Source: an optimization exercise on an open RTL-to-GDS flow (aim: small area). Production flows keep margins and buffers that such runs may drop. In this exercise RTL edits were held to simulation tests only and were not proved equivalent to the original. No activity file was given, so power comes from the tool's default toggle rates.

File: flow/design.v
package sram_pkg;
   typedef enum logic {
      LIMPIAR,
      ACTIVO
   } estado_e;
   localparam int unsigned MODO_LEER_PRIMERO     = 0;
   localparam int unsigned MODO_ESCRIBIR_PRIMERO = 1;
   function automatic int unsigned ancho_indice(input int unsigned n);
      ancho_indice = (n > 1) ? $clog2(n) : 1;
   endfunction
endpackage
module sram_limpieza
#(
   parameter int unsigned PROFUNDIDAD = 256,
   parameter int unsigned AW          = 8
) (
   input  logic          clk,
   input  logic          rst,
   output logic          listo
);
   logic [AW-1:0] cnt_q;
   logic          listo_q;
   always_ff @(posedge clk) begin
      if (rst) begin
         cnt_q   <= '0;
         listo_q <= 1'b0;
      end else begin
         cnt_q <= cnt_q + AW'(1);
         if (cnt_q == AW'(PROFUNDIDAD - 1)) listo_q <= 1'b1;
      end
   end
   assign listo = listo_q;
endmodule
module sram_celda (
   input  logic clk,
   input  logic sel,
   input  logic seln,
   input  logic d,
   output logic q
);
   always_ff @(posedge clk) begin
      q <= ~((sel | q) & (seln | d));
   end
endmodule
module sram_fila (
   input  logic a,
   input  logic an,
   input  logic b,
   input  logic bn,
   output logic sel,
   output logic seln
);
   assign sel  = ~(an | bn);
   assign seln = ~(a & b);
endmodule
module sram_par (
   input  logic seln0,
   input  logic q0,
   input  logic seln1,
   input  logic q1,
   output logic y
);
   assign y = ~((seln0 | q0) & (seln1 | q1));
endmodule
module sram_or #(
   parameter int unsigned N = 128
) (
   input  logic [N-1:0] y,
   output logic         o
);
   assign o = |y;
endmodule
module sram_param
#(
   parameter int unsigned               ANCHO_DATO  = 8,
   parameter int unsigned               ANCHO_DIR   = 8,
   parameter int unsigned               PROFUNDIDAD = 2 ** ANCHO_DIR,
   parameter int unsigned               MODO_RW     = 0,
   parameter logic [ANCHO_DATO-1:0]     VALOR_INI   = '0
) (
   input  logic                  Clk,
   input  logic                  Rst,
   input  logic [ANCHO_DIR-1:0]  Dir,
   input  logic [ANCHO_DATO-1:0] Dato_e,
   input  logic                  We,
   input  logic                  En,
   output logic [ANCHO_DATO-1:0] Dato_s,
   output logic                  Valido,
   output logic                  Listo,
   output logic                  Err
);
   localparam int unsigned AW = sram_pkg::ancho_indice(PROFUNDIDAD);
   localparam int unsigned DW = ANCHO_DATO;
   localparam int unsigned AL = (AW + 1) / 2;       
   localparam int unsigned AH = AW - AL;            
   localparam int unsigned NL = 2 ** AL;
   localparam int unsigned NH = 2 ** AH;
   localparam int unsigned NP = (PROFUNDIDAD + 1) / 2;
   logic                   listo;
   logic                   limpiando;
   logic                   en_rango;
   logic                   fase_q;
   logic [NL-1:0]          pa, pan;
   logic [NH-1:0]          pb, pbn;
   logic [PROFUNDIDAD-1:0] sel, seln;
   logic [DW-1:0]          mem_q [PROFUNDIDAD];
   logic [NP-1:0]          term [DW];
   logic [DW-1:0]          leido_n;
   logic [DW-1:0]          leido;
   logic                   escribe;
   logic [DW-1:0]          nuevo;
   logic [DW-1:0]          d_col;
   logic [DW-1:0]          dato_q;
   logic                   valido_q;
   logic                   err_q;
   sram_limpieza #(
      .PROFUNDIDAD (PROFUNDIDAD),
      .AW          (AW)
   ) u_limpieza (
      .clk   (Clk),
      .rst   (Rst),
      .listo (listo)
   );
   assign limpiando = ~listo;
   assign en_rango  = (32'(Dir) < PROFUNDIDAD);
   always_ff @(posedge Clk) begin
      fase_q <= ~fase_q & ~Rst;
   end
   always_comb begin
      for (int j = 0; j < NL; j++) begin
         pa[j]  = limpiando | (Dir[AL-1:0] == AL'(j));
         pan[j] = ~pa[j];
      end
      for (int k = 0; k < NH; k++) begin
         if (AH == 0) pb[k] = 1'b1;
         else         pb[k] = limpiando | (en_rango && (Dir[AW-1:AL] == (AW-AL)'(k)));
         pbn[k] = ~pb[k];
      end
   end
   for (genvar w = 0; w < PROFUNDIDAD; w++) begin : g_pal
      sram_fila u_fila (
         .a    (pa[w % NL]),
         .an   (pan[w % NL]),
         .b    (pb[w / NL]),
         .bn   (pbn[w / NL]),
         .sel  (sel[w]),
         .seln (seln[w])
      );
      for (genvar b = 0; b < DW; b++) begin : g_bit
         sram_celda u_celda (
            .clk  (Clk),
            .sel  (sel[w]),
            .seln (seln[w]),
            .d    (d_col[b]),
            .q    (mem_q[w][b])
         );
      end
   end
   for (genvar b = 0; b < DW; b++) begin : g_lee
      for (genvar p = 0; p < NP; p++) begin : g_par
         if (2 * p + 1 < PROFUNDIDAD) begin : g_dos
            sram_par u_par (
               .seln0 (seln[2*p]),
               .q0    (mem_q[2*p][b]),
               .seln1 (seln[2*p+1]),
               .q1    (mem_q[2*p+1][b]),
               .y     (term[b][p])
            );
         end else begin : g_uno
            assign term[b][p] = ~(seln[2*p] | mem_q[2*p][b]);
         end
      end
      sram_or #(.N(NP)) u_or (
         .y (term[b]),
         .o (leido_n[b])
      );
   end
   assign leido = ~leido_n ^ {DW{fase_q}};
   assign escribe = limpiando | (En & We & en_rango);
   assign nuevo   = limpiando ? VALOR_INI : Dato_e;
   assign d_col   = escribe ? (nuevo ^ {DW{fase_q}}) : ~leido_n;
   always_ff @(posedge Clk) begin
      if (Rst) begin
         dato_q   <= '0;
         valido_q <= 1'b0;
         err_q    <= 1'b0;
      end else begin
         valido_q <= 1'b0;
         err_q    <= 1'b0;
         if (listo && En) begin
            if (en_rango) begin
               valido_q <= 1'b1;
               if (We && (MODO_RW == sram_pkg::MODO_ESCRIBIR_PRIMERO)) begin
                  dato_q <= Dato_e;
               end else begin
                  dato_q <= leido;
               end
            end else begin
               dato_q <= VALOR_INI;
               err_q  <= 1'b1;
            end
         end
      end
   end
   assign Dato_s = dato_q;
   assign Valido = valido_q;
   assign Listo  = listo;
   assign Err    = err_q;
endmodule
File: flow/run.sh
#!/bin/bash
# synth_recipe.tcl (not shown) runs the flow's synth.tcl, then flattens the netlist and writes it again
# the make line also repeats each setting of config.mk as NAME=value (left out here)
make -C /OpenROAD-flow-scripts/flow DESIGN_CONFIG=/design/flow/config.mk WORK_HOME=/design/flow/orfs CLKGATE_MAP_FILE= SYNTH_SCRIPT=/design/flow/synth_recipe.tcl finish
File: flow/config.mk
export PLATFORM = sky130hd
export DESIGN_NAME = sram_param
export DESIGN_NICKNAME = sram_param
export VERILOG_FILES = /design/flow/design.v
export SDC_FILE = /design/flow/constraint.sdc
export NUM_CORES = 4
export LEC_CHECK = 0
export CAP_MARGIN = 20
export CORE_MARGIN = 2
export CORE_UTILIZATION = 40
export SLEW_MARGIN = 20
export SYNTH_HIERARCHICAL = 1
File: flow/constraint.sdc
create_clock -name core_clock -period 8.0 [get_ports {Clk}]
set_input_delay 1.6000 -clock core_clock [delete_from_list [all_inputs] [get_ports {Clk}]]
set_output_delay 1.6000 -clock core_clock [all_outputs]
set_load 0.01 [all_outputs]
==> results_dict.tcl, run 1 <==
set metrics [dict create \
    worstMarginPinSlew_ns 1.28 \
    cts_tree "done" \
    syn_nets 6199 \
    place.gp.congestion 0.891 \
    finalHoldViolCount 0 \
    critical_path_required_ns 8.67 \
    leakage_uw 0.0289 \
    cap_violations 0 \
    drc 0 \
    core_mm2 0.163 \
    arrival_ns 7.92 \
    synth.distinct_cells 32 \
    track_usage 0.265 \
    syn_area_per_cell_um2 10.6 \
    rsz0062_at_grt "false" \
    htreeDepth 4 \
    cts_hold_buf 0 \
    min-delay-path-class "reg2reg" \
    area_growth_pct 18.3 \
    crit_type "in2reg" \
    rows 148 \
    ctsLongestPathBuffers 3 \
    ant_nets 0 \
    cts_setup_buffers 0 \
    start_util 0.404 \
    port_buffers 29 \
    hold_ws_ns 0.452 \
    grt_pass1_wl_mm 344 \
    gr-total-overflow 0 \
    die_y_um 409 \
    timing.final.crit_share 0.907 \
    tns_ns 0 \
    skew_ns 0.0279 \
    synth_edf_count 0 \
    cts_sinks 2067 \
    synth_top_flop_cell "dfxtp_1" \
    drive_above_1_share 0.0854 \
    worstReg2RegEnd "g_pal[234].g_bit[3].u_celda.q" \
    viasPerCell 6.59 \
    die_w_um 409 \
    dieArea_mm2 0.168 \
    netlist_area_mm2 0.0658 \
    cts.clk_slew.worst_paths_ns 0.06 \
    reg2reg_depth 15 \
    grt_pass1_vias 53800 \
    synthArstFlopShare 0 \
    final_common_cell "o22ai_1" \
    ir_drop_mv 0.236 \
    postCtsResizedCells 0 \
    reg2reg_from "u_limpieza.listo_q" \
    startpoint "Dir[2]" \
    final_cell_mix "3072 x o22ai_1, 2066 x dfxtp_1, 284 x nand2_1, 264 x nor4_1, 263 x nor2_1" \
    ctsRootBufferMaster "clkbuf_16" \
    timing.fmax_ghz 0.138 \
    ys_seq_area_frac 0.629 \
    outcome "timing/DRC/antenna clean" \
    crit_end "g_pal[234].g_bit[3].u_celda.q" \
    drt_iter0_drc 5967 \
    ios 31 \
    finalWirelength_mm 233 \
    final_max_slew_viol_count 0 \
    cp_max_fo 43 \
    fin_crit_ns 7.25 \
    setup_violations 0 \
    syn_inst 6178 \
    clock_latency_ns 0.83 \
    rrSetupSlack_ns 1.65 \
    wire_per_inst_um 26.0 \
    cts_buffers 204 \
    cp-start-kind "primary input" \
    relSlewSlack 0.149 \
    ys_seq_elements 2067 \
    dr.pass1.iters 6 \
    grt_max_degree 85 \
    nets 6631 \
    cp-end-kind "flop" \
    power.total_uw 22400 \
    num_vias 59000 \
    grt_antenna_before_repair 10 \
    dp_hpwl_mm 150 \
    power.density_mw_per_mm2 288 \
    yosys_warnings 11 \
]
[cell type report]
type                    instances  area (µm²)
diodes                          3        7.51
clock buffers                 313        6190
clock inverters                60         618
repair buffers                238        2520
flip-flops and latches       2067       41400
inverters                      33         124
fillers                     15100       85100
multi-input cells            4066       24300
well taps                    2175        2720
[metrics by stage]
step / worst slack, ns / instances / cell area [µm²] / util
floorplan: -1.75 / 6178 / 65800 / -
global placement: 0.566 / 8578 / 71000 / 0.436
detailed placement: 0.531 / 8578 / 71000 / 0.436
CTS: 1.38 / 8951 / 77800 / 0.477
global route: 0.972 / 8952 / 77800 / 0.477
finish: 0.747 / 8955 / 77800 / 0.478
[worst max-delay path: stages]
cell	delay, ns
clkdlybuf4s50_1	0.66
nand2b_1	0.24
o21a_2	0.17
clkinv_1	0.54
buf_16	0.40
nand2_1	0.47
o22ai_1	0.18
nor4_1	0.78
nand4_1	0.31
nor4_1	0.78
buf_4	0.28
nand2_1	0.12
a22o_1	0.25
a22oi_2	0.29
buf_12	0.28
buf_12	0.30
o22ai_1	0.14
[kinds of logic after synthesis]
kind of cell	Yosys count	share of synthesized area
and+or+nand+nor	910	0.0664
xor gates and xnor gates	11	0.00147
buffers and inverters	45	0.00282
other	1	0.0000570
adders and majority gates	1	0.000190
AOI/OAI and AO/OA	3143	0.300
DFF	2067	0.629
[synthesized netlist by cell type (4+ instances only)]
master | n | share of area
nand4_1 | 65 | 0.0062
nor4_2 | 8 | 0.0015
inv_1 | 33 | 0.0019
buf_2 | 4 | 0.00030
a22oi_1 | 8 | 0.00091
dfxtp_1 | 2067 | 0.63
o21a_1 | 32 | 0.0037
nand2b_1 | 8 | 0.00076
xnor2_1 | 9 | 0.0012
a21oi_1 | 11 | 0.00084
a22o_1 | 8 | 0.0011
nor4_1 | 264 | 0.025
or2_2 | 4 | 0.00038
o22ai_1 | 3072 | 0.29
nand2_1 | 287 | 0.016
clkbuf_1 | 4 | 0.00023
nor2_1 | 263 | 0.015
o21ai_0 | 11 | 0.00084
[state kept, by name, summed over array words and instances (netlist names)]
register               cells
u_limpieza.cnt_q           8
g_pal.g_bit.u_celda.q   2048
valido_q                   1
fase_q                     1
dato_q                     8
u_limpieza.listo_q         1
[per-layer routing]
metal  track usage  wire, µm  vias up  share of wire
met4         0.122     11000       14          0.047
met5             0        90        -        0.00039
met2         0.400    102000     2585           0.44
met3        0.0580     21700      536          0.093
met1         0.361     98300    28900           0.42
li1              -         -    26900              -
[modules after synthesis (local to each module, per instance), excerpt]
module / flops+latches / times used / cell area [µm²] / cells
sram_param: 10 / 1 / 1090 / 165
sram_celda: 1 / 2048 / 26.3 / 2
sram_par: 0 / 1024 / 6.26 / 1
sram_fila: 0 / 256 / 7.51 / 2
[worst min path at each step]
| stage | depth (start not counted) | endpoint | slack, ns | from |
|---|---|---|---|---|
| finish | 1 | g_pal[110].g_bit[1].u_celda.q | 0.45 | g_pal[110].g_bit[1].u_celda.q |
| global route | 1 | g_pal[209].g_bit[1].u_celda.q | 0.46 | g_pal[209].g_bit[1].u_celda.q |
| CTS | 1 | g_pal[110].g_bit[1].u_celda.q | 0.45 | g_pal[110].g_bit[1].u_celda.q |
| detailed placement | 1 | g_pal[48].g_bit[7].u_celda.q | 0.45 | g_pal[48].g_bit[7].u_celda.q |
| global placement | 1 | g_pal[54].g_bit[5].u_celda.q | 0.44 | g_pal[54].g_bit[5].u_celda.q |
| floorplan | 1 | u_limpieza.cnt_q[0] | 0.43 | u_limpieza.cnt_q[0] |
[where the power goes]
part	switching (µW)	total, µW	internal [µW]
Sequential	370	11400	11000
Clock	4030	9660	5630
Combinational	739	1330	591
==> inputs of run 2 (changes only) <==
--- a/flow/config.mk
+++ b/flow/config.mk
@@ -7,6 +7,7 @@
 export LEC_CHECK = 0
 export CAP_MARGIN = 20
 export CORE_MARGIN = 2
-export CORE_UTILIZATION = 40
+export CORE_UTILIZATION = 60
+export PLACE_DENSITY = 0.7
 export SLEW_MARGIN = 20
 export SYNTH_HIERARCHICAL = 1
==> results_dict.tcl, run 2 <==
set metrics [dict create \
    ys_seq_area_frac 0.629 \
    grt_max_degree 97 \
    regMostFlops "g_pal.g_bit.u_celda.q" \
    grt_pass1_vias 54000 \
    port_buffers 29 \
    synth.distinct_cells 32 \
    nets 6585 \
    fill_cells 8181 \
    core_mm2 0.109 \
    die_w_um 335 \
    cp_cell_sequence "clkdlybuf4s50_1 > nand2b_1 > o21a_2 > inv_1 > buf_4 > nand2_1 > o22ai_1 > nor4_1 > nand4_1 > nor4_1 > buf_4 > nand2_1 > a22o_1 > a22oi_2 > buf_12 > o22ai_1" \
    cp_slowest_cell "nor4_1" \
    start_util 0.604 \
    syn_inst 6178 \
    yosys_warnings 11 \
    synth.area.top_cells "dfxtp_1 63%, o22ai_1 29%, nor4_1 2.5%" \
    postCtsResizedCells 0 \
    fin_ws_ns 0.867 \
    viasPerCell 7.35 \
    synth_top_area_cell "dfxtp_1" \
    setup_violations 0 \
    arrival_ns 7.79 \
    track_usage 0.389 \
    cts.clk_slew.worst_paths_ns 0.06 \
    grt_pass1_wl_mm 336 \
    synth_edf_count 0 \
    ir_drop_mv 0.234 \
    ios 31 \
    place.gp.congestion 0.941 \
    gr-total-overflow 0 \
    min-delay-path-class "reg2reg" \
    worstMarginPinSlew_ns 1.23 \
    num_vias 59800 \
    dp_hpwl_mm 144 \
    synth_top_area_frac 0.629 \
    finalWirelength_mm 226 \
    ctsRootBufferMaster "clkbuf_16" \
    utilization 0.700 \
    ctsLongestPathBuffers 3 \
    final_common_cell "o22ai_1" \
    synth_top_flop_cell "dfxtp_1" \
    cp-start-kind "primary input" \
    ys_seq_elements 2067 \
    crit_type "in2reg" \
    ant_nets 0 \
    drive_above_1_share 0.0757 \
    syn_nets 6199 \
    syn_area_per_cell_um2 10.6 \
    cp-end-kind "flop" \
    fin_crit_ns 7.13 \
    cts_setup_buffers 0 \
    wire_per_inst_um 27.8 \
    rsz0062_at_grt "false" \
    finalHoldViolCount 0 \
    critical_path_required_ns 8.65 \
    dr.pass1.iters 6 \
    power.density_mw_per_mm2 288 \
    die_y_um 335 \
    cts_tree "done" \
    critPathMaxStageDelay_ns 0.81 \
    rows 121 \
    skew_ns 0.0285 \
    netlist_top_cells_count "3072 x o22ai_1, 2067 x dfxtp_1, 287 x nand2_1" \
    yosysMostFrequentCell "o22ai_1" \
    grt_antenna_before_repair 15 \
    drt_iter0_drc 6681 \
    preCtsSetupSlack_ns 0.507 \
    netlist_area_mm2 0.0658 \
    cts_hold_buf 0 \
    timing.fmax_ghz 0.140 \
    leakage_uw 0.0285 \
    cts_sinks 2067 \
    relSlewSlack 0.182 \
    final_max_slew_viol_count 0 \
    cp_max_fo 86 \
    outcome "timing/DRC/antenna clean" \
    hold_ws_ns 0.454 \
    reg.largest.list "g_pal.g_bit.u_celda.q x2048, dato_q x8, u_limpieza.cnt_q x8" \
    cap_violations 0 \
    final_cell_mix "3072 x o22ai_1, 2066 x dfxtp_1, 284 x nand2_1, 264 x nor4_1, 263 x nor2_1" \
    largest_reg_flops 2048 \
    htreeDepth 4 \
    timing.final.crit_share 0.892 \
    clock_latency_ns 0.81 \
    dieArea_mm2 0.112 \
    cts_buffers 194 \
    area_growth_pct 15.9 \
    drc 0 \
    synthArstFlopShare 0 \
]
[run 2: cell counts after synthesis]
No cell type changed its count.
[run 2: stage by stage]
stage          area, µm²  power [µW]  instances  TNS [ns]
6_report           76200       22000       8137         0
3_5_place_dp       69700       12900       7782         0
4_1_cts            76200       22000       8129         0
3_3_place_gp       69700       12800       7782         0
2_1_floorplan      65800       12600       6178  -3591.02
5_1_grt            76200       22600       8129         0
[run 2: modules after synthesis, one instance, submodules excluded, excerpt]
module,cells inside,flops+latches
sram_param,165,10
sram_celda,2,1
sram_fila,2,0
sram_par,1,0
[run 2: cells by family (layout without fill, tap and decap cells)]
group           count (synthesis)  count (layout)  share of synthesized area
xor+xnor                       11              11                    0.00147
other cells                     1               9                  0.0000570
fa+ha+maj                       1               1                   0.000190
simple gates                  910             910                     0.0664
buf+inv                        45             582                    0.00282
flops                        2067            2067                      0.629
compound gates               3143            3143                      0.300
[run 2: worst max-delay path, delay by kind of cell]
kind                   cells  cell delay (ns)
buffers and inverters      5             2.11
AND/OR/NAND/NOR            6             2.82
AO/OA/AOI/OAI              5             1.13
[run 2: final timing paths]
kind | from | end | slack (ns) | cells past startpoint
max | Dir[2] | g_pal[26].g_bit[4].u_celda.q | 0.87 | 16
min | g_pal[193].g_bit[4].u_celda.q | g_pal[193].g_bit[4].u_celda.q | 0.45 | 1
max reg2reg | u_limpieza.listo_q | g_pal[26].g_bit[4].u_celda.q | 1.31 | 14
min reg2reg | g_pal[193].g_bit[4].u_celda.q | g_pal[193].g_bit[4].u_celda.q | 0.45 | 1
[run 2: area by class of cell]
cell class | instances | area [µm²] | area share
Inverter | 33 | 124 | 0.00163
Clock inverter | 36 | 392 | 0.00514
Clock buffer | 311 | 6050 | 0.0794
Sequential cell | 2067 | 41400 | 0.543
Multi-Input combinational cell | 4066 | 24300 | 0.318
Antenna cell | 8 | 20.0 | 0.000263
Tap cell | 1414 | 1770 | 0.0232
Timing Repair Buffer | 202 | 2190 | 0.0287
[run 2: layer usage]
layer  part of all wire  up-vias  GRT usage
met1               0.41    29100      0.535
li1                   -    26800          -
met4              0.060       18      0.213
met2               0.42     3221      0.562
met3               0.11      706     0.0939
met5            0.00081        -    0.00651
[run 2: power breakdown]
group          switching (µW)  internal (µW)
logic                     726            595
clock network            3840           5400
registers                 378          11000
==> inputs of run 3 (changes only) <==
--- a/flow/design.v
+++ b/flow/design.v
@@ -62,13 +62,43 @@
 );
    assign y = ~((seln0 | q0) & (seln1 | q1));
 endmodule
+module sram_or16 (
+   input  logic [15:0] a,
+   output logic        y
+);
+   assign y = |a;
+endmodule
+module sram_nor2 (
+   input  logic [1:0] a,
+   output logic       y
+);
+   assign y = ~|a;
+endmodule
+module sram_nand4 (
+   input  logic [3:0] a,
+   output logic       y
+);
+   assign y = ~&a;
+endmodule
 module sram_or #(
    parameter int unsigned N = 128
 ) (
    input  logic [N-1:0] y,
    output logic         o
 );
-   assign o = |y;
+   if (N == 128) begin : g_arbol
+      logic [7:0] o16;
+      logic [3:0] n2;
+      for (genvar i = 0; i < 8; i++) begin : g_o16
+         sram_or16 u (.a (y[16*i +: 16]), .y (o16[i]));
+      end
+      for (genvar i = 0; i < 4; i++) begin : g_n2
+         sram_nor2 u (.a (o16[2*i +: 2]), .y (n2[i]));
+      end
+      sram_nand4 u_o (.a (n2), .y (o));
+   end else begin : g_plano
+      assign o = |y;
+   end
 endmodule
 module sram_param
 #(
--- a/flow/config.mk
+++ b/flow/config.mk
@@ -8,6 +8,8 @@
 export CAP_MARGIN = 20
 export CORE_MARGIN = 2
 export CORE_UTILIZATION = 60
+export CTS_CLUSTER_DIAMETER = 100
+export CTS_CLUSTER_SIZE = 25
 export PLACE_DENSITY = 0.7
 export SLEW_MARGIN = 20
 export SYNTH_HIERARCHICAL = 1
==> results_dict.tcl, run 3 <==
set metrics [dict create \
    outcome "timing/DRC/antenna clean" \
    min-delay-path-class "reg2reg" \
    htreeDepth 3 \
    skew_ns 0.0302 \
    finalWirelength_mm 215 \
    synth.distinct_cells 31 \
    start_util 0.605 \
    gr-total-overflow 0 \
    ant_nets 0 \
    timing.fmax_ghz 0.147 \
    fin_crit_ns 6.81 \
    track_usage 0.368 \
    rows 121 \
    viasPerCell 7.36 \
    cts.clk_slew.worst_paths_ns 0.09 \
    port_buffers 29 \
    power.density_mw_per_mm2 248 \
    syn_inst 6194 \
    finalHoldViolCount 0 \
    core_mm2 0.109 \
    crit_type "in2reg" \
    cts_hold_buf 0 \
    die_y_um 335 \
    grt_max_degree 129 \
    final_common_cell "o22ai_1" \
    postCtsResizedCells 0 \
    drc 0 \
    regMostFlops "g_pal.g_bit.u_celda.q" \
    grt_pass1_vias 52400 \
    dp_hpwl_mm 137 \
    netlist_area_mm2 0.0657 \
    fill_cells 8867 \
    final_cell_mix "3072 x o22ai_1, 2066 x dfxtp_1, 295 x nor2_1, 279 x nand2_1, 256 x nor4_1" \
    placedCellCount 7838 \
    synth_top_flop_cell "dfxtp_1" \
    cp-end-kind "flop" \
    place.gp.congestion 0.976 \
    final_cell_count_no_fill 7943 \
    hold_ws_ns 0.456 \
    arrival_ns 7.36 \
    relSlewSlack 0.243 \
    cp_max_fo 128 \
    grt_antenna_before_repair 7 \
    die_w_um 335 \
    yosysMostFrequentCell "o22ai_1" \
    clock_latency_ns 0.72 \
    drt_iter0_drc 6841 \
    timing.final.crit_share 0.851 \
    ctsRootBufferMaster "clkbuf_16" \
    ios 31 \
    num_vias 58500 \
    netlist_top_cells_count "3072 x o22ai_1, 2067 x dfxtp_1, 295 x nor2_1" \
    leakage_uw 0.0267 \
    yosys_warnings 11 \
    syn_nets 6215 \
    ctsLongestPathBuffers 3 \
    critical_path_required_ns 8.55 \
    synthArstFlopShare 0 \
    cap_violations 0 \
    worstMarginPinSlew_ns 1.13 \
    dieArea_mm2 0.112 \
    synth.area.top_cells "dfxtp_1 63%, o22ai_1 29%, nor4_1 2.4%" \
    synth_edf_count 0 \
    preCtsSetupSlack_ns 0.875 \
    synth_top_area_frac 0.629 \
    area_growth_pct 9.92 \
    cts_setup_buffers 0 \
    ys_seq_area_frac 0.629 \
    cts_tree "done" \
    largest_reg_flops 2048 \
    cts_sinks 2067 \
    syn_area_per_cell_um2 10.6 \
    cp-start-kind "primary input" \
    synth_top_area_cell "dfxtp_1" \
    rsz0062_at_grt "false" \
    wire_per_inst_um 27.1 \
    dr.pass1.iters 6 \
    setup_violations 0 \
    final_max_slew_viol_count 0 \
    fin_ws_ns 1.19 \
    grt_pass1_wl_mm 321 \
    nets 6539 \
    ys_seq_elements 2067 \
    ir_drop_mv 0.199 \
    drive_above_1_share 0.0529 \
    cts_buffers 92 \
    reg.largest.list "g_pal.g_bit.u_celda.q x2048, dato_q x8, u_limpieza.cnt_q x8" \
]
## run 3: cell count changes after synthesis
cell	before	now
nor4_1	264	256
nand4_1	65	73
nor4_2	8	0
nor2_1	263	295
nand2_1	287	279
## run 3: cell families (layout without fill, tap and decap cells)
group	after synthesis	in the layout	share of synthesized area
adders and majority gates	1	1	0.000190
other	1	7	0.0000570
buffers and inverters	45	374	0.00282
and+or+nand+nor	926	926	0.0663
DFF	2067	2067	0.629
AOI/OAI and AO/OA	3143	3143	0.300
xor gates and xnor gates	11	11	0.00147
## run 3: where the power goes
| group | total (µW) | internal (µW) | switching (µW) |
|---|---|---|---|
| registers | 11400 | 11000 | 372 |
| logic | 1260 | 560 | 697 |
| clock network | 5300 | 2180 | 3120 |
## run 3: Yosys stat by module, one instance, submodules excluded, excerpt
module | times used | cell area, µm² | cells
sram_celda | 2048 | 26.3 | 2
sram_or16 | 64 | 31.3 | 5
sram_par | 1024 | 6.26 | 1
sram_nand4 | 8 | 6.26 | 1
sram_nor2 | 32 | 3.75 | 1
sram_fila | 256 | 7.51 | 2
sram_param | 1 | 1090 | 165
## run 3: area by class of cell
type | count | area [µm²] | area share
clock inverters | 1 | 8.76 | 0.000121
clock buffers | 98 | 2440 | 0.0338
well taps | 1414 | 1770 | 0.0245
diodes | 6 | 15.0 | 0.000208
flip-flops and latches | 2067 | 41400 | 0.573
inverters | 33 | 124 | 0.00171
multi-input cells | 4082 | 24200 | 0.335
repair buffers | 242 | 2290 | 0.0317
## run 3: path summary, 6_finish.rpt
path / slack, ns / endpoint / cells past startpoint / startpoint
setup / recovery: 1.19 / g_pal[201].g_bit[1].u_celda.q / 16 / Dir[2]
hold / removal: 0.46 / g_pal[128].g_bit[0].u_celda.q / 1 / g_pal[128].g_bit[0].u_celda.q
setup reg to reg: 1.89 / g_pal[201].g_bit[1].u_celda.q / 15 / u_limpieza.listo_q
hold reg to reg: 0.46 / g_pal[128].g_bit[0].u_celda.q / 1 / g_pal[128].g_bit[0].u_celda.q
## run 3: critical path, stage by stage
cell and delay [ns]:
clkdlybuf4s50_1 0.59, nand2b_1 0.22, o21a_2 0.18, inv_1 0.49, buf_4 0.40, nand2_1 0.32, buf_4 0.22, o22ai_1 0.07
nor4_1 0.69, nand4_1 0.39, nor2_1 0.45, nand4_1 0.24, a22o_1 0.27, a22oi_2 0.29, buf_12 0.48, o22ai_1 0.19
## run 3: stage by stage
step           power, µW  area, µm²  utilization  setup TNS [ns]
3_5_place_dp       12900      69800        0.642               0
3_3_place_gp       12800      69800        0.642               0
2_1_floorplan      12600      65800            -        -3337.74
6_report           18000      72300        0.665               0
5_1_grt            18500      72300        0.665               0
4_1_cts            18000      72300        0.665               0
## run 3: per-layer routing
layer  global-route usage  up-vias  part of all wire
met3               0.0774      547              0.10
met4                0.163        6             0.052
li1                     -    26600                 -
met2                0.554     2818              0.44
met1                0.512    28500              0.41
met5                    0        -           0.00016
==> inputs of run 4 (changes only) <==
==> flow/config.mk (replaced) <==
export PLATFORM = sky130hd
export DESIGN_NAME = sram_param
export DESIGN_NICKNAME = sram_param
export VERILOG_FILES = /design/flow/design.v
export SDC_FILE = /design/flow/constraint.sdc
export NUM_CORES = 4
export LEC_CHECK = 0
export CAP_MARGIN = 5
export CORE_MARGIN = 2
export CORE_UTILIZATION = 70
export CTS_CLUSTER_DIAMETER = 100
export CTS_CLUSTER_SIZE = 25
export PLACE_DENSITY = 0.8
export SLEW_MARGIN = 5
export SYNTH_HIERARCHICAL = 1
==> results_dict.tcl, run 4 <==
set metrics [dict create \
    outcome "timing/DRC/antenna clean" \
    relSlewSlack 0.189 \
    cts_buffers 92 \
    clock_latency_ns 0.72 \
    reg.largest.list "g_pal.g_bit.u_celda.q x2048, dato_q x8, u_limpieza.cnt_q x8" \
    ys_seq_elements 2067 \
    regMostFlops "g_pal.g_bit.u_celda.q" \
    worstMarginPinSlew_ns 1.21 \
    cts.clk_slew.worst_paths_ns 0.09 \
    dr.pass1.iters 9 \
    use_met1 0.592 \
    finalHoldViolCount 0 \
    arrival_ns 7.38 \
    power.density_mw_per_mm2 251 \
    synth.distinct_cells 31 \
    leakage_uw 0.0264 \
    tns_ns 0 \
    ir_drop_mv 0.241 \
    htreeDepth 3 \
    cts_setup_buffers 0 \
    ctsLongestPathBuffers 3 \
    syn_inst 6194 \
    gr-total-overflow 0 \
    ctsRootBufferMaster "clkbuf_16" \
    utilization 0.770 \
    timing.final.crit_share 0.854 \
    netlist_top_cells_count "3072 x o22ai_1, 2067 x dfxtp_1, 295 x nor2_1" \
    ant_nets 0 \
    rsz0062_at_grt "false" \
    cts_sinks 2067 \
    num_vias 59400 \
    synth_top_area_frac 0.629 \
    port_buffers 29 \
    dp_hpwl_mm 135 \
    cts_tree "done" \
    cp-start-kind "primary input" \
    drive_above_1_share 0.0439 \
    globalRouteMet3Util 0.0984 \
    finalWirelength_mm 212 \
    final_common_cell "o22ai_1" \
    ios 31 \
    grt_pass1_vias 52900 \
    placedCellCount 7623 \
    final_max_slew_viol_count 0 \
    final_cell_count_no_fill 7729 \
    place.gp.congestion 0.939 \
    fill_cells 6425 \
    netlist_area_mm2 0.0657 \
    min-delay-path-class "reg2reg" \
    yosysMostFrequentCell "o22ai_1" \
    wire_per_inst_um 27.5 \
    grt_use_met2 0.626 \
    syn_area_per_cell_um2 10.6 \
    setup_violations 0 \
    ys_seq_area_frac 0.629 \
    cp_max_fo 125 \
    crit_type "in2reg" \
    final_cell_mix "3072 x o22ai_1, 2066 x dfxtp_1, 295 x nor2_1, 279 x nand2_1, 256 x nor4_1" \
    drc 0 \
    skew_ns 0.0227 \
    area_growth_pct 9.10 \
    dieArea_mm2 0.0964 \
    synth_top_area_cell "dfxtp_1" \
    synth.area.top_cells "dfxtp_1 63%, o22ai_1 29%, nor4_1 2.4%" \
    timing.fmax_ghz 0.146 \
    rows 112 \
    critical_path_required_ns 8.55 \
    viasPerCell 7.68 \
    core_mm2 0.0932 \
    cap_violations 0 \
    multiInputGateArea_mm2 0.0242 \
    syn_nets 6215 \
    die_y_um 310 \
    nets 6484 \
    drt_iter0_drc 7585 \
    grt_pass1_wl_mm 317 \
    postCtsResizedCells 0 \
    synthArstFlopShare 0 \
    fin_crit_ns 6.83 \
    grt-busiest-layer "met2" \
    synth_top_flop_cell "dfxtp_1" \
    grt_max_degree 126 \
    yosys_warnings 11 \
    start_util 0.705 \
    grt_antenna_before_repair 8 \
    largest_reg_flops 2048 \
    die_w_um 310 \
    cp-end-kind "flop" \
    cts_hold_buf 0 \
    track_usage 0.425 \
    synth_edf_count 0 \
    regArea_mm2 0.0414 \
]
run 4: final timing paths:
kind / from / endpoint / slack, ns / cells past startpoint
min: g_pal[48].g_bit[5].u_celda.q / g_pal[48].g_bit[5].u_celda.q / 0.46 / 1
min reg2reg: g_pal[48].g_bit[5].u_celda.q / g_pal[48].g_bit[5].u_celda.q / 0.46 / 1
max: Dir[1] / g_pal[25].g_bit[0].u_celda.q / 1.17 / 15
max reg2reg: u_limpieza.listo_q / g_pal[25].g_bit[0].u_celda.q / 1.59 / 14
run 4: area by class of cell:
cell class              count  area share
diodes                      8    0.000279
clock buffers              97      0.0338
repair buffers            187      0.0274
inverters                  33     0.00173
well taps                1254      0.0219
flip-flops and latches   2067       0.577
clock inverters             1    0.000122
multi-input cells        4082       0.338
run 4: power breakdown:
group / switching (µW) / total (µW) / leakage, µW / internal (µW)
Combinational: 720 / 1290 / 0.00784 / 574
Sequential: 384 / 11400 / 0.0174 / 11000
Clock: 3100 / 5270 / 0.00120 / 2170
Total: 4200 / 18000 / 0.0264 / 13800
run 4: cell families after synthesis:
kind of cell | share of synthesized area
other cells | 0.0000570
xor+xnor | 0.00147
buf+inv | 0.00282
flops | 0.629
simple gates | 0.0663
compound gates | 0.300
fa+ha+maj | 0.000190
run 4: worst max-delay path: stages:
cell and delay, ns:
clkdlybuf4s50_1 0.63, or2_2 0.23, o21a_1 0.15, inv_1 0.51
buf_4 0.42, nand2_1 0.45, o22ai_1 0.14, nor4_1 0.73
nand4_1 0.33, nor2_1 0.36, nand4_1 0.29, a22o_1 0.30
a22oi_2 0.37, buf_12 0.52, o22ai_1 0.21
run 4: per-module statistics from Yosys, one instance, submodules excluded, excerpt:
module / flip-flops and latches / cell area (µm²)
sram_par: 0 / 6.26
sram_nand4: 0 / 6.26
sram_or16: 0 / 31.3
sram_nor2: 0 / 3.75
sram_param: 10 / 1090
sram_celda: 1 / 26.3
run 4: through the flow:
stage	worst slack [ns]	hold WS [ns]	power (µW)	cell area, µm²
after floorplan	-1.63	0.429	12600	65800
after global routing	1.29	0.469	18400	71700
after CTS	1.60	0.460	17900	71700
final	1.17	0.458	18000	71700
after detailed placement	0.884	0.446	12900	69300
after global placement	0.911	0.438	12800	69300
run 4: layer usage:
metal	wire length, µm	share of wire
met5	97	0.00046
met1	84400	0.40
met2	90600	0.43
met3	25300	0.12
met4	12000	0.057
==> inputs of run 5 (changes only) <==
--- a/flow/config.mk
+++ b/flow/config.mk
@@ -8,8 +8,8 @@
 export CAP_MARGIN = 5
 export CORE_MARGIN = 2
 export CORE_UTILIZATION = 70
-export CTS_CLUSTER_DIAMETER = 100
-export CTS_CLUSTER_SIZE = 25
+export CTS_CLUSTER_DIAMETER = 120
+export CTS_CLUSTER_SIZE = 28
 export PLACE_DENSITY = 0.8
 export SLEW_MARGIN = 5
 export SYNTH_HIERARCHICAL = 1
==> results_dict.tcl, run 5 <==
set metrics [dict create \
    outcome "timing/DRC/antenna clean" \
    dpl_cell_area_mm2 0.0693 \
    dr.pass1.iters 7 \
    synth_top_flop_cell "dfxtp_1" \
    rrSetupSlack_ns 1.60 \
    ys_seq_elements 2067 \
    path_delay_family "simple AND/OR/NAND/NOR gates" \
    cap_violations 0 \
    largest_reg_flops 2048 \
    relSlewSlack 0.193 \
    syn_nets 6215 \
    critical_path_required_ns 8.55 \
    arrival_ns 7.35 \
    cp_slowest_cell "nor4_1" \
    synth_edf_count 0 \
    dieArea_mm2 0.0964 \
    syn_inst 6194 \
    synthArstFlopShare 0 \
    timing.final.crit_share 0.850 \
    min-delay-path-class "reg2reg" \
    cts_hold_buf 0 \
    ios 31 \
    cp.buffers_inverters 4 \
    worstMarginPinSlew_ns 1.20 \
    gr-total-overflow 0 \
    timing.fmax_ghz 0.147 \
    synth.area.top_cells "dfxtp_1 63%, o22ai_1 29%, nor4_1 2.4%" \
    cp_max_fo 125 \
    fin_area_mm2 0.0715 \
    postCtsResizedCells 0 \
    grt_max_degree 126 \
    grt_pass1_vias 52800 \
    rows 112 \
    final_common_cell "o22ai_1" \
    hold_ws_ns 0.461 \
    yosys_warnings 11 \
    dp_hpwl_mm 135 \
    yosysMostFrequentCell "o22ai_1" \
    final_cell_mix "3072 x o22ai_1, 2066 x dfxtp_1, 295 x nor2_1, 279 x nand2_1, 256 x nor4_1" \
    crit_type "in2reg" \
    track_usage 0.425 \
    cts.clk_slew.worst_paths_ns 0.10 \
    cp_cell_sequence "clkdlybuf4s50_1 > nand2b_1 > o21a_1 > inv_1 > buf_4 > nand2_1 > o22ai_1 > nor4_1 > nand4_1 > nor2_1 > nand4_1 > a22o_1 > a22oi_2 > buf_12 > o22ai_1" \
    netlist_area_mm2 0.0657 \
    finalHoldViolCount 0 \
    ir_drop_mv 0.191 \
    final_max_slew_viol_count 0 \
    clock_latency_ns 0.71 \
    power.density_mw_per_mm2 248 \
    ctsRootBufferMaster "clkbuf_16" \
    grt_pass1_wl_mm 317 \
    num_vias 59400 \
    htreeDepth 3 \
    ctsLongestPathBuffers 3 \
    port_buffers 29 \
    cts_tree "done" \
    cts_buffers 83 \
    ant_nets 0 \
    rsz0062_at_grt "false" \
    drive_above_1_share 0.0427 \
    area_growth_pct 8.79 \
    die_w_um 310 \
    drt_iter0_drc 8048 \
    leakage_uw 0.0263 \
    reg.largest.list "g_pal.g_bit.u_celda.q x2048, dato_q x8, u_limpieza.cnt_q x8" \
    critPathMaxStageDelay_ns 0.71 \
    drc 0 \
    synth.distinct_cells 31 \
    setup_violations 0 \
    start_util 0.705 \
    die_y_um 310 \
    cp-start-kind "primary input" \
    regMostFlops "g_pal.g_bit.u_celda.q" \
    nets 6475 \
    cp-end-kind "flop" \
    netlist_top_cells_count "3072 x o22ai_1, 2067 x dfxtp_1, 295 x nor2_1" \
    finalWirelength_mm 212 \
    cts_setup_buffers 0 \
    fin_crit_ns 6.80 \
    wire_per_inst_um 27.5 \
    place.gp.congestion 0.939 \
    core_mm2 0.0932 \
    syn_area_per_cell_um2 10.6 \
    grt_antenna_before_repair 8 \
    synth_top_area_cell "dfxtp_1" \
    skew_ns 0.0240 \
    synth_top_area_frac 0.629 \
    utilization 0.767 \
    viasPerCell 7.70 \
    cts_sinks 2067 \
    ys_seq_area_frac 0.629 \
]
## run 5: changes by cell type in the layout (fill, tap and decap cells not counted)
cell        before  now
diode_2          8    6
inv_6            1    0
clkbuf_16       97   89
clkinvlp_4       0    1
## run 5: routing by layer
| metal | GRT usage | vias up | part of all wire |
|---|---|---|---|
| met5 | 0 | - | 0.00023 |
| met4 | 0.213 | 8 | 0.059 |
| met3 | 0.0937 | 729 | 0.12 |
| met2 | 0.621 | 3570 | 0.42 |
| met1 | 0.598 | 28700 | 0.40 |
| li1 | - | 26500 | - |
## run 5: worst paths after layout
kind,from,to,depth (start not counted)
worst max-delay path,Dir[2],g_pal[25].g_bit[0].u_celda.q,15
worst min-delay path,g_pal[45].g_bit[7].u_celda.q,g_pal[45].g_bit[7].u_celda.q,1
worst max register to register,u_limpieza.listo_q,g_pal[25].g_bit[0].u_celda.q,14
worst min register to register,g_pal[45].g_bit[7].u_celda.q,g_pal[45].g_bit[7].u_celda.q,1
## run 5: area by class of cell
class                   count  area [µm²]
multi-input cells        4082       24200
inverters                  33         124
repair buffers            187        1960
clock buffers              89        2230
fillers                  6448       21700
well taps                1254        1570
flip-flops and latches   2067       41400
clock inverters             1        7.51
diodes                      6        15.0
## run 5: report_power, final
part | internal (µW) | switching (µW) | total [µW]
sequential | 11000 | 383 | 11400
combinational | 574 | 720 | 1290
clock | 2000 | 3060 | 5060
## run 5: cells by family after synthesis
logic type,Yosys count,synth area share
AO/OA/AOI/OAI,3143,0.300
flip-flops,2067,0.629
AND/OR/NAND/NOR,926,0.0663
buffers and inverters,45,0.00282
XOR/XNOR,11,0.00147
adder cells (fa/ha/maj),1,0.000190
other,1,0.0000570
## run 5: Yosys stat by module, one instance, submodules excluded, excerpt
module      area, µm²  flops+latches  copies in the design  cells inside
sram_nand4       6.26              0                     8             1
sram_fila        7.51              0                   256             2
sram_or16        31.3              0                    64             5
sram_par         6.26              0                  1024             1
sram_param       1090             10                     1           165
sram_celda       26.3              1                  2048             2
sram_nor2        3.75              0                    32             1
## run 5: worst register-to-register path, cell delays in order, from the launching register on
cell	delay, ns
dfxtp_2	0.83
buf_4	0.49
o21a_2	0.23
inv_1	0.51
buf_4	0.45
nand2_1	0.43
o22ai_1	0.18
nor4_1	0.69
nand4_1	0.31
nor2_1	0.34
nand4_1	0.27
a22o_1	0.30
a22oi_2	0.37
buf_12	0.54
o22ai_1	0.31
## run 5: stage by stage
stage | setup slack [ns] | setup TNS [ns] | cells | total power [µW]
floorplan | -1.63 | -3337.74 | 6194 | 12600
global placement | 0.911 | 0 | 7623 | 12800
detailed placement | 0.884 | 0 | 7623 | 12900
CTS | 1.61 | 0 | 7713 | 17700
global route | 1.25 | 0 | 7714 | 18200
finish | 1.20 | 0 | 7719 | 17800
==> inputs of run 6 (changes only) <==
==> flow/config.mk (replaced) <==
export PLATFORM = sky130hd
export DESIGN_NAME = sram_param
export DESIGN_NICKNAME = sram_param
export VERILOG_FILES = /design/flow/design.v
export SDC_FILE = /design/flow/constraint.sdc
export NUM_CORES = 4
export LEC_CHECK = 0
export CAP_MARGIN = 0
export CORE_MARGIN = 2
export CORE_UTILIZATION = 80
export CTS_CLUSTER_DIAMETER = 100
export CTS_CLUSTER_SIZE = 25
export PLACE_DENSITY = 0.88
export SLEW_MARGIN = 0
export SYNTH_HIERARCHICAL = 1
==> results_dict.tcl, run 6 <==
set metrics [dict create \
    relSlewSlack 0.174 \
    cts_tree "done" \
    drc 0 \
    ctsLongestPathBuffers 3 \
    synth_top_area_frac 0.629 \
    final_cell_mix "3072 x o22ai_1, 2066 x dfxtp_1, 295 x nor2_1, 279 x nand2_1, 256 x nor4_1" \
    min-delay-path-class "reg2reg" \
    outcome "timing/DRC/antenna clean" \
    syn_inst 6194 \
    power.density_mw_per_mm2 252 \
    cts_hold_buf 0 \
    postCtsResizedCells 0 \
    timing.fmax_ghz 0.136 \
    yosys_warnings 11 \
    finalWirelength_mm 223 \
    setup_violations 0 \
    reg.largest.list "g_pal.g_bit.u_celda.q x2048, dato_q x8, u_limpieza.cnt_q x8" \
    port_buffers 29 \
    ys_seq_elements 2067 \
    viasPerCell 8.27 \
    cp_max_fo 66 \
    rows 105 \
    syn_nets 6215 \
    dieArea_mm2 0.0845 \
    cp-start-kind "primary input" \
    synth_top_flop_cell "dfxtp_1" \
    rsz0062_at_grt "false" \
    yosysMostFrequentCell "o22ai_1" \
    arrival_ns 7.89 \
    dp_hpwl_mm 136 \
    final_common_cell "o22ai_1" \
    regMostFlops "g_pal.g_bit.u_celda.q" \
    skew_ns 0.0377 \
    synth_edf_count 0 \
    fin_crit_ns 7.35 \
    num_vias 62500 \
    p_sw_frac 0.237 \
    start_util 0.805 \
    track_usage 0.503 \
    dr.pass1.iters 10 \
    cts_setup_buffers 0 \
    syn_area_per_cell_um2 10.6 \
    finalHoldViolCount 0 \
    dpl_cell_area_mm2 0.0690 \
    drive_above_1_share 0.0446 \
    cp-end-kind "flop" \
    die_w_um 291 \
    crit_type "in2reg" \
    synth.area.top_cells "dfxtp_1 63%, o22ai_1 29%, nor4_1 2.4%" \
    wire_per_inst_um 29.5 \
    netlist_area_mm2 0.0657 \
    power_frac_seq 0.636 \
    ir_drop_mv 0.248 \
    p_clk_frac 0.290 \
    place.gp.congestion 0.986 \
    largest_reg_flops 2048 \
    grt_antenna_before_repair 12 \
    p_sw_uw 4270 \
    power.total_uw 18000 \
    worstMarginPinSlew_ns 1.24 \
    gr-total-overflow 0 \
    leakage_uw 0.0264 \
    timing.final.crit_share 0.918 \
    synth_top_area_cell "dfxtp_1" \
    netlist_top_cells_count "3072 x o22ai_1, 2067 x dfxtp_1, 295 x nor2_1" \
    synthArstFlopShare 0 \
    core_mm2 0.0817 \
    grt_pass1_vias 57100 \
    cts.clk_slew.worst_paths_ns 0.09 \
    critical_path_required_ns 8.55 \
    cap_violations 0 \
    fin_area_mm2 0.0715 \
    p_comb_frac 0.074 \
    cts_buffers 92 \
    htreeDepth 3 \
    ctsRootBufferMaster "clkbuf_16" \
    drt_iter0_drc 10100 \
    clock_latency_ns 0.71 \
    area_growth_pct 8.71 \
    nets 6492 \
    synth.distinct_cells 31 \
    cts_sinks 2067 \
    ys_seq_area_frac 0.629 \
    ios 31 \
    die_y_um 291 \
    grt_pass1_wl_mm 335 \
    p_int_uw 13700 \
    ant_nets 0 \
    grt_max_degree 111 \
    final_max_slew_viol_count 0 \
]
-- run 6: changes by cell type in the layout (fill, tap and decap cells not counted), moves of 3 or more --
cell,delta
diode_2,+4
o21a_2,-7
clkbuf_16,+5
inv_6,+5
o21a_1,+7
buf_4,+13
buf_12,-5
inv_1,-3
-- run 6: final timing paths --
path / from / endpoint / slack [ns] / cells past startpoint
hold reg to reg: g_pal[91].g_bit[4].u_celda.q / g_pal[91].g_bit[4].u_celda.q / 0.46 / 1
setup reg to reg: u_limpieza.listo_q / g_pal[56].g_bit[1].u_celda.q / 1.26 / 13
setup / recovery: Dir[5] / g_pal[56].g_bit[1].u_celda.q / 0.65 / 15
hold / removal: g_pal[91].g_bit[4].u_celda.q / g_pal[91].g_bit[4].u_celda.q / 0.46 / 1
-- run 6: per-layer routing --
metal  part of all wire  vias to the layer above  track usage
li1                   -                    26500            -
met1               0.35                    29400        0.658
met2               0.42                     5186        0.728
met3               0.15                     1371        0.153
met4              0.084                       14        0.326
met5            0.00036                        -      0.00227
-- run 6: layout make-up --
type / count / area, µm²
clock inverters: 6 / 60.1
inverters: 33 / 124
diodes: 10 / 25.0
multi-input cells: 4082 / 24200
repair buffers: 195 / 1960
well taps: 1070 / 1340
fillers: 4230 / 10200
clock buffers: 94 / 2350
flip-flops and latches: 2067 / 41400
-- run 6: critical path, cell delays in order --
cell	delay [ns]
clkdlybuf4s50_1	0.59
nand2b_1	0.30
o21a_1	0.72
inv_1	0.57
nand2_1	0.60
o22ai_1	0.21
nor4_1	0.73
nand4_1	0.37
nor2_1	0.55
nand4_1	0.27
a22o_1	0.28
a22oi_2	0.25
buf_4	0.23
buf_12	0.30
o22ai_1	0.18
-- run 6: logic make-up after synthesis --
family                     Yosys count  share of synthesized area
xor gates and xnor gates            11                    0.00147
AOI/OAI and AO/OA                 3143                      0.300
DFF                               2067                      0.629
other                                1                  0.0000570
adders and majority gates            1                   0.000190
buffers and inverters               45                    0.00282
and+or+nand+nor                    926                     0.0663
-- run 6: stage by stage --
step | worst slack, ns | setup TNS [ns] | util | hold slack [ns] | instances
after floorplan | -1.63 | -3337.74 | - | 0.429 | 6194
after global placement | 0.653 | 0 | 0.845 | 0.439 | 7447
after detailed placement | 0.533 | 0 | 0.845 | 0.447 | 7447
after CTS | 1.22 | 0 | 0.874 | 0.458 | 7547
after global routing | 0.772 | 0 | 0.874 | 0.469 | 7548
final | 0.653 | 0 | 0.875 | 0.459 | 7557
-- run 6: power groups by stage --
stage / logic (µW) / registers (µW) / clock network [µW]
floorplan: 1030 / 11500 / 0
CTS: 1270 / 11400 / 5140
finish: 1330 / 11400 / 5210
global placement: 1180 / 11600 / 0
detailed placement: 1250 / 11600 / 0
global route: 1380 / 11500 / 5490
-- run 6: Yosys stat by module, one instance, submodules excluded, a selection --
module	cell area, µm²	times used
sram_celda	26.3	2048
sram_fila	7.51	256
sram_nand4	6.26	8
sram_nor2	3.75	32
sram_or16	31.3	64
sram_param	1090	1
==> inputs of run 7 (changes only) <==
--- a/flow/design.v
+++ b/flow/design.v
@@ -16,7 +16,8 @@
 ) (
    input  logic          clk,
    input  logic          rst,
-   output logic          listo
+   output logic          listo,
+   output logic          fase
 );
    logic [AW-1:0] cnt_q;
    logic          listo_q;
@@ -30,6 +31,7 @@
       end
    end
    assign listo = listo_q;
+   assign fase  = cnt_q[0];
 endmodule
 module sram_celda (
    input  logic clk,
@@ -149,13 +151,11 @@
    ) u_limpieza (
       .clk   (Clk),
       .rst   (Rst),
-      .listo (listo)
+      .listo (listo),
+      .fase  (fase_q)
    );
    assign limpiando = ~listo;
    assign en_rango  = (32'(Dir) < PROFUNDIDAD);
-   always_ff @(posedge Clk) begin
-      fase_q <= ~fase_q & ~Rst;
-   end
    always_comb begin
       for (int j = 0; j < NL; j++) begin
          pa[j]  = limpiando | (Dir[AL-1:0] == AL'(j));
==> flow/config.mk (replaced) <==
export PLATFORM = sky130hd
export DESIGN_NAME = sram_param
export DESIGN_NICKNAME = sram_param
export VERILOG_FILES = /design/flow/design.v
export SDC_FILE = /design/flow/constraint.sdc
export NUM_CORES = 4
export LEC_CHECK = 0
export CAP_MARGIN = 5
export CORE_MARGIN = 2
export CORE_UTILIZATION = 70
export CTS_BUF_LIST = sky130_fd_sc_hd__clkbuf_4
export CTS_CLUSTER_DIAMETER = 50
export CTS_CLUSTER_SIZE = 10
export PLACE_DENSITY = 0.8
export SLEW_MARGIN = 5
export SYNTH_HIERARCHICAL = 1
==> results_dict.tcl, run 7 <==
set metrics [dict create \
    viasPerCell 7.58 \
    nets 6589 \
    outcome "timing/DRC/antenna clean" \
    drc 0 \
    final_cell_mix "3072 x o22ai_1, 2065 x dfxtp_1, 294 x nor2_1, 279 x nand2_1, 256 x nor4_1" \
    regMostFlops "g_pal.g_bit.u_celda.q" \
    cp-end-kind "flop" \
    rows 112 \
    clock_latency_ns 1.25 \
    die_w_um 310 \
    hold_start "g_pal[193].g_bit[1].u_celda.q" \
    final_max_slew_viol_count 0 \
    synth.area.top_cells "dfxtp_1 63%, o22ai_1 29%, nor4_1 2.4%" \
    ys_seq_elements 2066 \
    grt_pass1_wl_mm 313 \
    timing.fmax_ghz 0.158 \
    drive_above_1_share 0.0608 \
    netlist_top_cells_count "3072 x o22ai_1, 2066 x dfxtp_1, 294 x nor2_1" \
    startpoint "Dir[2]" \
    cp_slowest_cell "clkdlybuf4s50_1" \
    num_vias 59500 \
    tns_ns 0 \
    synthArstFlopShare 0 \
    grt_pass1_vias 53100 \
    skew_ns 0.0661 \
    synth_top_family_by_area "compound AO/OA/AOI/OAI gates" \
    finalWirelength_mm 210 \
    synth-simple-area-share 0.0662 \
    netlist_area_mm2 0.0657 \
    crit_type "in2reg" \
    p_comb_frac 0.073 \
    gr-total-overflow 0 \
    critical_path_required_ns 9.08 \
    timing.final.crit_share 0.789 \
    cts_buffers 225 \
    synth_compound_area_frac 0.300 \
    cts.clk_slew.worst_paths_ns 0.11 \
    fill_cells 6695 \
    cts_tree "done" \
    ios 31 \
    synth_top_area_cell "dfxtp_1" \
    power.density_mw_per_mm2 243 \
    synth_edf_count 0 \
    ant_nets 0 \
    syn_inst 6192 \
    power_frac_seq 0.664 \
    final_common_cell "o22ai_1" \
    synth_top_area_frac 0.629 \
    cp_max_fo 37 \
    p_int_uw 12900 \
    synthMuxAreaShare 0 \
    arrival_ns 7.40 \
    synth-xor-area-share 0.00147 \
    cts_sinks 2066 \
    worstMarginPinSlew_ns 1.24 \
    cts_setup_buffers 0 \
    die_y_um 310 \
    track_usage 0.420 \
    syn_nets 6213 \
    p_sw_uw 4220 \
    min-delay-path-class "reg2reg" \
    cts_hold_buf 0 \
    yosys_warnings 11 \
    p_clk_frac 0.263 \
    ir_drop_mv 0.223 \
    core_mm2 0.0932 \
    ys_seq_area_frac 0.629 \
    relSlewSlack 0.170 \
    start_util 0.705 \
    rsz0062_at_grt "false" \
    reg.largest.list "g_pal.g_bit.u_celda.q x2048, dato_q x8, u_limpieza.cnt_q x8" \
    synth-adder-area-share 0.000190 \
    finalHoldViolCount 0 \
    synth_top_flop_cell "dfxtp_1" \
    htreeDepth 4 \
    cp_cell_sequence "clkdlybuf4s50_1 > nand2b_1 > o21a_2 > inv_1 > buf_4 > nand2_1 > o22ai_1 > nor4_1 > nand4_1 > nor2_1 > nand4_1 > a22o_1 > a22oi_2 > buf_4 > o22ai_1" \
    port_buffers 29 \
    ctsRootBufferMaster "clkbuf_4" \
    dp_hpwl_mm 133 \
    syn_area_per_cell_um2 10.6 \
    dieArea_mm2 0.0964 \
    drt_iter0_drc 7163 \
    dpl_cell_area_mm2 0.0689 \
    grt_antenna_before_repair 6 \
    critPathMaxStageDelay_ns 0.59 \
    p_sw_frac 0.246 \
    wire_per_inst_um 26.8 \
    area_growth_pct 7.65 \
    reg2reg_from "u_limpieza.listo_q" \
    ctsLongestPathBuffers 3 \
    synth.distinct_cells 31 \
    fin_area_mm2 0.0708 \
    yosysMostFrequentCell "o22ai_1" \
    setup_violations 0 \
    cp-start-kind "primary input" \
    cap_violations 0 \
    largest_reg_flops 2048 \
    place.gp.congestion 0.970 \
    dr.pass1.iters 6 \
    postCtsResizedCells 0 \
    grt_max_degree 136 \
    fin_crit_ns 6.31 \
    leakage_uw 0.0261 \
]
[run 7: cell types whose count changed in the layout (fill, tap and decap cells not counted), moves of 2 or more]
cell,before,now
clkbuf_16,94,0
buf_12,34,27
buf_4,132,105
o21a_2,5,11
o21a_1,27,21
clkbuf_4,0,234
inv_1,30,33
diode_2,10,13
inv_2,2,4
inv_6,5,0
[run 7: cells by family (layout without fill, tap and decap cells)]
family / Yosys count / count (layout)
AND/OR/NAND/NOR: 925 / 925
other: 1 / 14
AO/OA/AOI/OAI: 3143 / 3143
buffers and inverters: 45 / 436
XOR/XNOR: 11 / 11
adder cells (fa/ha/maj): 1 / 1
flip-flops: 2066 / 2066
[run 7: worst max-delay path: cells and delay by family]
kind / cells / cell delay (ns)
buffers and inverters: 4 / 2.13
AND/OR/NAND/NOR: 6 / 2.38
AO/OA/AOI/OAI: 5 / 1.24
[run 7: routing by layer]
metal | up-vias | part of all wire | track usage | wire [µm]
met5 | - | 0.000071 | 0 | 15
li1 | 26700 | - | - | -
met2 | 3378 | 0.43 | 0.621 | 90200
met4 | 2 | 0.065 | 0.242 | 13700
met3 | 757 | 0.12 | 0.0958 | 24300
met1 | 28700 | 0.39 | 0.567 | 81900
[run 7: cell type report]
| type | instances | area, µm² | area share |
|---|---|---|---|
| antenna | 13 | 32.5 | 0.000460 |
| clock inverter | 8 | 61.3 | 0.000867 |
| inverter | 33 | 124 | 0.00175 |
| sequential | 2066 | 41400 | 0.585 |
| tap | 1254 | 1570 | 0.0222 |
| clock buffer | 234 | 1760 | 0.0248 |
| timing repair buffer | 161 | 1620 | 0.0229 |
| multi-input combinational | 4081 | 24200 | 0.342 |
[run 7: Yosys stat by module (local to each module, per instance), excerpt]
module / times used / area [µm²] / cells / flip-flops and latches
sram_par: 1024 / 6.26 / 1 / 0
sram_fila: 256 / 7.51 / 2 / 0
sram_param: 1 / 1070 / 163 / 9
sram_or16: 64 / 31.3 / 5 / 0
sram_celda: 2048 / 26.3 / 2 / 1
sram_nand4: 8 / 6.26 / 1 / 0
sram_nor2: 32 / 3.75 / 1 / 0
[run 7: stage by stage]
stage,cells,hold WS [ns],total power [µW],utilization,worst slack (ns)
3_5_place_dp,7595,0.446,12800,0.739,0.816
6_report,7850,0.459,17200,0.759,1.69
5_1_grt,7843,0.470,17700,0.759,1.78
2_1_floorplan,6192,0.435,12600,-,-1.63
3_3_place_gp,7595,0.437,12800,0.739,0.879
4_1_cts,7837,0.461,17100,0.759,2.09
[run 7: power by group through the flow]
| stage | Clock [µW] | Sequential (µW) | Combinational (µW) |
|---|---|---|---|
| floorplan | 0 | 11500 | 1030 |
| global placement | 0 | 11600 | 1170 |
| detailed placement | 0 | 11600 | 1220 |
| CTS | 4510 | 11400 | 1220 |
| global route | 4900 | 11500 | 1330 |
| finish | 4510 | 11400 | 1260 |
[run 7: worst paths after layout]
kind,endpoint,slack [ns],cells after the start
min reg2reg,g_pal[193].g_bit[1].u_celda.q,0.46,1
min,g_pal[193].g_bit[1].u_celda.q,0.46,1
max reg2reg,g_pal[94].g_bit[5].u_celda.q,1.78,13
max,g_pal[94].g_bit[5].u_celda.q,1.69,15
==> inputs of run 8 (changes only) <==
--- a/flow/config.mk
+++ b/flow/config.mk
@@ -11,6 +11,6 @@
 export CTS_BUF_LIST = sky130_fd_sc_hd__clkbuf_4
 export CTS_CLUSTER_DIAMETER = 50
 export CTS_CLUSTER_SIZE = 10
-export PLACE_DENSITY = 0.8
+export PLACE_DENSITY = 0.9
 export SLEW_MARGIN = 5
 export SYNTH_HIERARCHICAL = 1
==> results_dict.tcl, run 8 <==
set metrics [dict create \
    syn_inst 6192 \
    final_max_slew_viol_count 0 \
    cp_slowest_cell "dfxtp_2" \
    utilization 0.761 \
    skew_ns 0.0988 \
    netlist_area_mm2 0.0657 \
    cts_tree "done" \
    clock_latency_ns 1.29 \
    tns_ns 0 \
    largest_reg_flops 2048 \
    syn_area_per_cell_um2 10.6 \
    arrival_ns 7.60 \
    fill_cells 6157 \
    min-delay-path-class "reg2reg" \
    cts.clk_slew.worst_paths_ns 0.10 \
    wire_per_inst_um 27.0 \
    fin_ws_ns 1.46 \
    grt_pass1_wl_mm 319 \
    core_mm2 0.0932 \
    netlist_top_cells_count "3072 x o22ai_1, 2066 x dfxtp_1, 294 x nor2_1" \
    timing.fmax_ghz 0.153 \
    synth_top_area_frac 0.629 \
    power.density_mw_per_mm2 244 \
    synth_top_flop_cell "dfxtp_1" \
    startpoint "u_limpieza.listo_q" \
    cts_setup_buffers 0 \
    die_y_um 310 \
    ctsRootBufferMaster "clkbuf_4" \
    synth_top_area_cell "dfxtp_1" \
    cts_hold_buf 0 \
    setup_violations 0 \
    dieArea_mm2 0.0964 \
    critical_path_required_ns 9.06 \
    final_common_cell "o22ai_1" \
    htreeDepth 4 \
    cp-end-kind "flop" \
    outcome "timing/DRC/antenna clean" \
    yosysMostFrequentCell "o22ai_1" \
    dr.pass1.iters 10 \
    drive_above_1_share 0.0618 \
    leakage_uw 0.0262 \
    ios 31 \
    postCtsResizedCells 0 \
    die_w_um 310 \
    ant_nets 0 \
    fin_crit_ns 6.54 \
    num_vias 61500 \
    dp_hpwl_mm 132 \
    drc 0 \
    yosys_warnings 11 \
    place.gp.congestion 0.931 \
    track_usage 0.425 \
    rows 112 \
    port_buffers 29 \
    synth.distinct_cells 31 \
    regMostFlops "g_pal.g_bit.u_celda.q" \
    ys_seq_elements 2066 \
    final_cell_mix "3072 x o22ai_1, 2065 x dfxtp_1, 294 x nor2_1, 279 x nand2_1, 256 x nor4_1" \
    reg2reg_from "u_limpieza.listo_q" \
    start_util 0.705 \
    cp_max_fo 126 \
    nets 6595 \
    grt_pass1_vias 55500 \
    min_path_cells 2 \
    whs_endpoint "dato_q[0]" \
    cap_violations 0 \
    cts_buffers 225 \
    finalHoldViolCount 0 \
    crit_type "reg2reg" \
    relSlewSlack 0.120 \
    drt_iter0_drc 9008 \
    hold_start "dato_q[0]" \
    grt_max_degree 137 \
    synth.area.top_cells "dfxtp_1 63%, o22ai_1 29%, nor4_1 2.4%" \
    gr-total-overflow 0 \
    ys_seq_area_frac 0.629 \
    ir_drop_mv 0.208 \
    worstReg2RegEnd "g_pal[55].g_bit[2].u_celda.q" \
    rsz0062_at_grt "false" \
    viasPerCell 7.81 \
    rrSetupSlack_ns 1.46 \
    synthArstFlopShare 0 \
    reg2reg_depth 12 \
    worstMarginPinSlew_ns 1.32 \
    ctsLongestPathBuffers 3 \
    reg.largest.list "g_pal.g_bit.u_celda.q x2048, dato_q x8, u_limpieza.cnt_q x8" \
    finalWirelength_mm 212 \
    cts_sinks 2066 \
    timing.final.crit_share 0.818 \
    cp-start-kind "flop" \
    area_growth_pct 7.87 \
    synth_edf_count 0 \
    critPathMaxStageDelay_ns 1.06 \
    syn_nets 6213 \
    preCtsSetupSlack_ns 1.06 \
    cp_cell_sequence "o21a_2 > inv_1 > nand2_1 > o22ai_1 > nor4_1 > nand4_1 > nor2_1 > nand4_1 > a22o_1 > a22oi_2 > buf_12 > o22ai_1" \
    grt_antenna_before_repair 13 \
]
-- run 8: cell count changes in the layout (fill, tap and decap cells not counted), moves of 3 or more --
| cell | before | now |
|---|---|---|
| buf_4 | 105 | 109 |
| clkbuf_4 | 234 | 228 |
| clkinv_4 | 0 | 3 |
| diode_2 | 13 | 19 |
| o21a_1 | 21 | 24 |
| o21a_2 | 11 | 8 |
-- run 8: per-layer routing --
layer	track usage	wire [µm]	part of all wire
met1	0.561	76700	0.36
met2	0.613	89200	0.42
met3	0.125	30800	0.14
met4	0.266	15300	0.072
met5	0.00303	147	0.00069
-- run 8: how the worst max path moves through the flow --
stage,depth (start not counted),end
after floorplan,12,g_pal[0].g_bit[0].u_celda.q
after global placement,16,g_pal[153].g_bit[3].u_celda.q
after detailed placement,16,g_pal[159].g_bit[3].u_celda.q
after CTS,16,g_pal[209].g_bit[3].u_celda.q
after global routing,14,g_pal[93].g_bit[2].u_celda.q
final,12,g_pal[55].g_bit[2].u_celda.q
-- run 8: layout make-up --
class                           count  area (µm²)  share of cell area
Sequential cell                  2066       41400               0.583
Multi-Input combinational cell   4081       24200               0.342
Tap cell                         1254        1570              0.0221
Inverter                           33         124             0.00175
Antenna cell                       19        47.5            0.000671
Clock buffer                      228        1710              0.0241
Clock inverter                     16         174             0.00245
Timing Repair Buffer              167        1690              0.0238
-- run 8: report_power, final --
group | switching (µW) | leakage [µW] | total, µW | internal (µW)
clock | 3200 | 0.00114 | 4620 | 1420
sequential | 397 | 0.0174 | 11400 | 11000
combinational | 727 | 0.00770 | 1280 | 557
total | 4330 | 0.0262 | 17300 | 13000
-- run 8: kinds of logic (layout without fill, tap and decap cells) --
family	after synthesis	in the layout	synth area share
AO/OA/AOI/OAI	3143	3143	0.300
XOR/XNOR	11	11	0.00147
adder cells (fa/ha/maj)	1	1	0.000190
buffers and inverters	45	444	0.00291
flip-flops	2066	2066	0.629
other	1	20	0.0000571
AND/OR/NAND/NOR	925	925	0.0662
-- run 8: Yosys stat by module (local to each module, per instance), excerpt --
module      cells inside  times used
sram_celda             2        2048
sram_fila              2         256
sram_nand4             1           8
sram_nor2              1          32
sram_or16              5          64
sram_par               1        1024
sram_param           163           1
-- run 8: metrics by stage --
stage	hold slack, ns	std cells	total power (µW)	instance area, µm²
3_3_place_gp	0.439	7601	12800	69000
2_1_floorplan	0.435	6192	12600	65800
3_5_place_dp	0.447	7601	12900	69000
5_1_grt	0.473	7853	17800	70900
6_report	0.458	7864	17300	70900
4_1_cts	0.461	7845	17200	70900
-- run 8: critical path: cells and delay by family, from the launching register on --
kind | cells | cell delay, ns
compound gates | 5 | 1.25
buf+inv | 2 | 1.09
simple gates | 5 | 2.77
flops | 1 | 1.06

==> static timing again, ports no longer ideal <==
The results above use ideal ports. As a check the final layouts listed here were re-extracted and re-timed, cells and wires unchanged.
Step 1 (the two cells are an assumption about what drives the block):
set clk [get_ports {Clk}]
set_driving_cell -lib_cell sky130_fd_sc_hd__clkbuf_16 $clk
set_driving_cell -lib_cell sky130_fd_sc_hd__buf_2 [delete_from_list [all_inputs] $clk]
Step 2 times the ports against the registers' clock, not the clock port: input delays grow and output delays shrink by t, the midpoint of the rising clock arrivals with the driver on.
Three values: ideal ports, drivers, drivers and shift; two values: the first two.
run	t (ns)	setup WS [ns]	pins driven straight from the clock port
run 1	0.898	0.747 / 0.804 / -0.094	1
run 2	0.877	0.867 / 0.827 / -0.050	1
run 3	0.792	1.194 / 1.255 / 0.464	1
run 4	0.778	1.166 / 1.212 / 0.434	1
run 5	0.776	1.202 / 1.254 / 0.478	1
run 6	0.760	0.653 / 0.690 / -0.070	1
run 7	1.289	1.685 / 1.725 / 0.436	1
run 8	1.313	1.458 / 1.458 / 0.263	1
With both steps, setup timing fails in run 1, run 2 and run 6, where it was met with ideal ports. For run 7, which loses most, drivers alone change the setup slack by +0.040 ns; drivers and shift together by -1.249 ns.
